Background: an optimization exercise with open tools, aiming at small area, a short achievable clock period and few clock cycles. Do not read the settings as production practice.
Function was checked by simulation only, so behaviour that the tests miss may differ from the original.
Power and IR drop assume default switching activity.

== lane 1 ==
==> module yrm_red_mask, before the edit <==
module yrm_red_mask (
	input  logic [7:0]    r,
	input  logic [7:0]    hi,
	input  logic [7:0]    lo,
	input  logic          gb_sel,
	output yrm_pkg::rgb_t rgb_out,
	output logic          red
);
	localparam int AW = yrm_pkg::AW;
	logic [7:0]      g, b, hin;
	logic [AW-1:0]   t, lsum;
	logic [2*AW-1:0] l1, l2;
	logic            simple;
	assign g   = gb_sel ? hi : lo;
	assign b   = gb_sel ? lo : hi;
	assign hin = ~hi;
	assign t    = yrm_pkg::ks(AW'(r), AW'(hin), 1'b0);
	assign l1   = yrm_pkg::csa(t, t << 2, AW'({lo, 1'b0}));
	assign l2   = yrm_pkg::csa(l1[AW-1:0], l1[2*AW-1:AW], AW'(6279));
	assign lsum = yrm_pkg::ks(l2[AW-1:0], l2[2*AW-1:AW], 1'b0);
	assign simple = r >= 8'd115 && hi[7:6] == 2'b00;
	assign red    = simple || lsum[13];
	assign rgb_out.red   = r;
	assign rgb_out.green = g;
	assign rgb_out.blue  = b;
endmodule
==> module yuyv_to_rgb_red_mask_core, before the edit <==
module yuyv_to_rgb_red_mask_core (
	input  logic       clk,
	input  logic       arst_n,
	input  logic       pix_in_valid,
	output logic       pix_in_ready,
	input  logic [7:0] pix_in_luma0,
	input  logic [7:0] pix_in_chroma_u,
	input  logic [7:0] pix_in_luma1,
	input  logic [7:0] pix_in_chroma_v,
	input  logic [9:0] pix_in_column,
	input  logic [8:0] pix_in_row,
	output logic       pix_out_valid,
	input  logic       pix_out_ready,
	output logic [7:0] pix_out_red0,
	output logic [7:0] pix_out_green0,
	output logic [7:0] pix_out_blue0,
	output logic [7:0] pix_out_red1,
	output logic [7:0] pix_out_green1,
	output logic [7:0] pix_out_blue1
);
	localparam int AW = yrm_pkg::AW;
	logic          v_b, v_c, v_d, ld_b, ld_c, ld_d;
	logic [2:0]    rcol, rrow;
	logic [AW-1:0] kr, kg_s, kg_c, kb, py0, py1;
	logic [AW-1:0] kr_b, kg_s_b, kg_c_b, kb_b, py0_b, py1_b;
	logic          gb_sel, sel0_c, sel1_c;
	logic          m0_b, m1_b, m0_c, m1_c;
	yrm_pkg::rgb_t rgb0, rgb1, out0, out1, out0_d, out1_d;
	logic          red0, red1, red0_d, red1_d, m0_d, m1_d;
	logic [7:0]    r0_c, hi0_c, lo0_c, r1_c, hi1_c, lo1_c;
	assign ld_d = !v_d || pix_out_ready;
	assign ld_c = !v_c || ld_d;
	assign ld_b = !v_b || ld_c;
	assign pix_in_ready  = !v_b || !v_c || !v_d || pix_out_ready;
	assign pix_out_valid = v_d;
	always_ff @(posedge clk or negedge arst_n) begin
		if (!arst_n) begin
			v_b <= 1'b0;
			v_c <= 1'b0;
			v_d <= 1'b0;
		end else begin
			if (ld_b) v_b <= pix_in_valid;
			if (ld_c) v_c <= v_b;
			if (ld_d) v_d <= v_c;
		end
	end
	assign rcol = yrm_pkg::mod3(pix_in_column);
	assign rrow = yrm_pkg::mod3({1'b0, pix_in_row});
	yrm_chroma u_chroma (.u(pix_in_chroma_u), .v(pix_in_chroma_v), .kr(kr), .kg_s(kg_s),
		.kg_c(kg_c), .kb(kb));
	yrm_luma   u_luma0  (.luma(pix_in_luma0), .py(py0));
	yrm_luma   u_luma1  (.luma(pix_in_luma1), .py(py1));
	always_ff @(posedge clk) begin
		if (ld_b) begin
			kr_b   <= kr;
			kg_s_b <= kg_s;
			kg_c_b <= kg_c;
			kb_b   <= kb;
			py0_b  <= py0;
			py1_b  <= py1;
			m0_b   <= !rrow[0] && !rcol[0];
			m1_b   <= !rrow[0] && !rcol[2];
		end
		if (ld_c) begin
			r0_c   <= rgb0.red;
			hi0_c  <= gb_sel ? rgb0.green : rgb0.blue;
			lo0_c  <= gb_sel ? rgb0.blue : rgb0.green;
			r1_c   <= rgb1.red;
			hi1_c  <= gb_sel ? rgb1.green : rgb1.blue;
			lo1_c  <= gb_sel ? rgb1.blue : rgb1.green;
			sel0_c <= gb_sel;
			sel1_c <= gb_sel;
			m0_c   <= m0_b;
			m1_c   <= m1_b;
		end
		if (ld_d) begin
			out0_d <= out0;
			out1_d <= out1;
			red0_d <= red0;
			red1_d <= red1;
			m0_d   <= m0_c;
			m1_d   <= m1_c;
		end
	end
	yrm_gb_order u_order (.kg_s(kg_s_b), .kg_c(kg_c_b), .kb(kb_b), .gb_sel(gb_sel));
	yrm_convert  u_conv0 (.py(py0_b), .kr(kr_b), .kg_s(kg_s_b), .kg_c(kg_c_b), .kb(kb_b),
		.rgb(rgb0));
	yrm_convert  u_conv1 (.py(py1_b), .kr(kr_b), .kg_s(kg_s_b), .kg_c(kg_c_b), .kb(kb_b),
		.rgb(rgb1));
	yrm_red_mask u_mask0 (.r(r0_c), .hi(hi0_c), .lo(lo0_c), .gb_sel(sel0_c), .rgb_out(out0),
		.red(red0));
	yrm_red_mask u_mask1 (.r(r1_c), .hi(hi1_c), .lo(lo1_c), .gb_sel(sel1_c), .rgb_out(out1),
		.red(red1));
	assign pix_out_red0   = m0_d ? 8'd0 : out0_d.red;
	assign pix_out_green0 = m0_d ? {8{red0_d}} : out0_d.green;
	assign pix_out_blue0  = m0_d ? 8'd0 : out0_d.blue;
	assign pix_out_red1   = m1_d ? 8'd0 : out1_d.red;
	assign pix_out_green1 = m1_d ? {8{red1_d}} : out1_d.green;
	assign pix_out_blue1  = m1_d ? 8'd0 : out1_d.blue;
endmodule
==> flow/config.mk <==
export PLATFORM = sky130hd
export DESIGN_NAME = yuyv_to_rgb_red_mask_core
export DESIGN_NICKNAME = yuyv_to_rgb_red_mask_core
export VERILOG_FILES = /design/flow/design.v
export SDC_FILE = /design/flow/constraint.sdc
export NUM_CORES = 4
export LEC_CHECK = 0
export CAP_MARGIN = 20
export CORE_MARGIN = 2
export CORE_UTILIZATION = 40
export CTS_BUF_LIST = sky130_fd_sc_hd__clkbuf_8
export CTS_CLUSTER_DIAMETER = 50
export CTS_CLUSTER_SIZE = 20
export PLACE_DENSITY = 0.6
export SETUP_SLACK_MARGIN = 3.0
export SLEW_MARGIN = 20
==> flow/constraint.sdc <==
create_clock -name core_clock -period 6.5 [get_ports {clk}]
set_input_delay 1.3000 -clock core_clock [delete_from_list [all_inputs] [get_ports {clk}]]
set_output_delay 1.3000 -clock core_clock [all_outputs]
set_load 0.01 [all_outputs]
run.sh (not shown) runs the stock make flow with config.mk's settings and CLKGATE_MAP_FILE= SYNTH_SCRIPT=/design/flow/synth_recipe.tcl, a recipe that flattens the netlist after the stock synthesis.
Testbench counts of lane 1, summed over its fixed seeds: cycles 16,024.
[inputs] lane 2 vs lane 1
--- a/flow/design.v
+++ b/flow/design.v
@@ -278,13 +278,13 @@
 	input  logic [7:0]    lo,
 	input  logic          gb_sel,
 	output yrm_pkg::rgb_t rgb_out,
-	output logic          red
+	output logic          red_simple,
+	output logic          red_hue
 );
 	localparam int AW = yrm_pkg::AW;
 	logic [7:0]      g, b, hin;
 	logic [AW-1:0]   t, lsum;
 	logic [2*AW-1:0] l1, l2;
-	logic            simple;
 	assign g   = gb_sel ? hi : lo;
 	assign b   = gb_sel ? lo : hi;
 	assign hin = ~hi;
@@ -292,8 +292,8 @@
 	assign l1   = yrm_pkg::csa(t, t << 2, AW'({lo, 1'b0}));
 	assign l2   = yrm_pkg::csa(l1[AW-1:0], l1[2*AW-1:AW], AW'(6279));
 	assign lsum = yrm_pkg::ks(l2[AW-1:0], l2[2*AW-1:AW], 1'b0);
-	assign simple = r >= 8'd115 && hi[7:6] == 2'b00;
-	assign red    = simple || lsum[13];
+	assign red_simple = r >= 8'd115 && hi[7:6] == 2'b00;
+	assign red_hue    = lsum[13];
 	assign rgb_out.red   = r;
 	assign rgb_out.green = g;
 	assign rgb_out.blue  = b;
@@ -326,7 +326,7 @@
 	logic          gb_sel, sel0_c, sel1_c;
 	logic          m0_b, m1_b, m0_c, m1_c;
 	yrm_pkg::rgb_t rgb0, rgb1, out0, out1, out0_d, out1_d;
-	logic          red0, red1, red0_d, red1_d, m0_d, m1_d;
+	logic          rs0, rh0, rs1, rh1, rs0_d, rh0_d, rs1_d, rh1_d, m0_d, m1_d;
 	logic [7:0]    r0_c, hi0_c, lo0_c, r1_c, hi1_c, lo1_c;
 	assign ld_d = !v_d || pix_out_ready;
 	assign ld_c = !v_c || ld_d;
@@ -376,8 +376,10 @@
 		if (ld_d) begin
 			out0_d <= out0;
 			out1_d <= out1;
-			red0_d <= red0;
-			red1_d <= red1;
+			rs0_d  <= rs0;
+			rh0_d  <= rh0;
+			rs1_d  <= rs1;
+			rh1_d  <= rh1;
 			m0_d   <= m0_c;
 			m1_d   <= m1_c;
 		end
@@ -388,13 +390,13 @@
 	yrm_convert  u_conv1 (.py(py1_b), .kr(kr_b), .kg_s(kg_s_b), .kg_c(kg_c_b), .kb(kb_b),
 		.rgb(rgb1));
 	yrm_red_mask u_mask0 (.r(r0_c), .hi(hi0_c), .lo(lo0_c), .gb_sel(sel0_c), .rgb_out(out0),
-		.red(red0));
+		.red_simple(rs0), .red_hue(rh0));
 	yrm_red_mask u_mask1 (.r(r1_c), .hi(hi1_c), .lo(lo1_c), .gb_sel(sel1_c), .rgb_out(out1),
-		.red(red1));
+		.red_simple(rs1), .red_hue(rh1));
 	assign pix_out_red0   = m0_d ? 8'd0 : out0_d.red;
-	assign pix_out_green0 = m0_d ? {8{red0_d}} : out0_d.green;
+	assign pix_out_green0 = m0_d ? {8{rs0_d || rh0_d}} : out0_d.green;
 	assign pix_out_blue0  = m0_d ? 8'd0 : out0_d.blue;
 	assign pix_out_red1   = m1_d ? 8'd0 : out1_d.red;
-	assign pix_out_green1 = m1_d ? {8{red1_d}} : out1_d.green;
+	assign pix_out_green1 = m1_d ? {8{rs1_d || rh1_d}} : out1_d.green;
 	assign pix_out_blue1  = m1_d ? 8'd0 : out1_d.blue;
 endmodule
Results
NOTE post-layout net count lane 1->lane 2 decreased slightly. Going from lane 1 to lane 2, area occupied by multi-input gates grows by 3.7%. [compare] base=lane 1 new=lane 2: proportion of power drawn by the clock network shows no meaningful change, multi-input combinational cell count moved up. Re post-detailed-route wirelength per cell: lane 2 is 4.7% up on lane 1. On average footprint of a synthesized cell, lane 2 and lane 1 are basically level. Relative to lane 1, met2 capacity usage during global routing has increased by 2.1 points in lane 2. On sequential share of layout area, lane 2 and lane 1 are basically level. From lane 1 to lane 2 the numbers moved as follows: setup slack at placement shows an increase of 90 ps; initial antenna violation count shows an increase of 1. Design internal power | lane 2 above lane 1. Delta(post-route clock period utilization, lane 2 - lane 1) > 0. The share of async-settable or async-resettable flops after synthesis of lane 1 and that of lane 2 are within noise of each other.
Testbench counts of lane 2, summed over its fixed seeds: cycles 16,024.

==> afterwards: timing with drivers on the ports <==
The results above use ideal ports. As a check the final layouts listed here were re-extracted and re-timed, cells and wires unchanged.
Step 1 assumes that a clkbuf_16 drives the clock port and a buf_2 every other input.
Step 2, shift: input delay + t, output delay - t, t = (earliest + latest rising clock arrival at the registers) / 2. This alone moves slack from input paths to output paths.
Slacks: no drivers / after step 1 / after step 2; pairs: no drivers / after step 1.
run | shift t [ns] | setup slack, ns | worst setup path after step 2 | pins driven straight from the clock port
lane 1 | 0.629 | 2.920 / 2.920 / 2.400 | input to register | 1
lane 2 | 0.644 | 2.826 / 2.826 / 2.320 | input to register | 1
After both steps every run listed still meets setup and hold. The setup slack of lane 1, which loses most, moves by 0.000 ns with the drivers and by -0.520 ns with both steps.
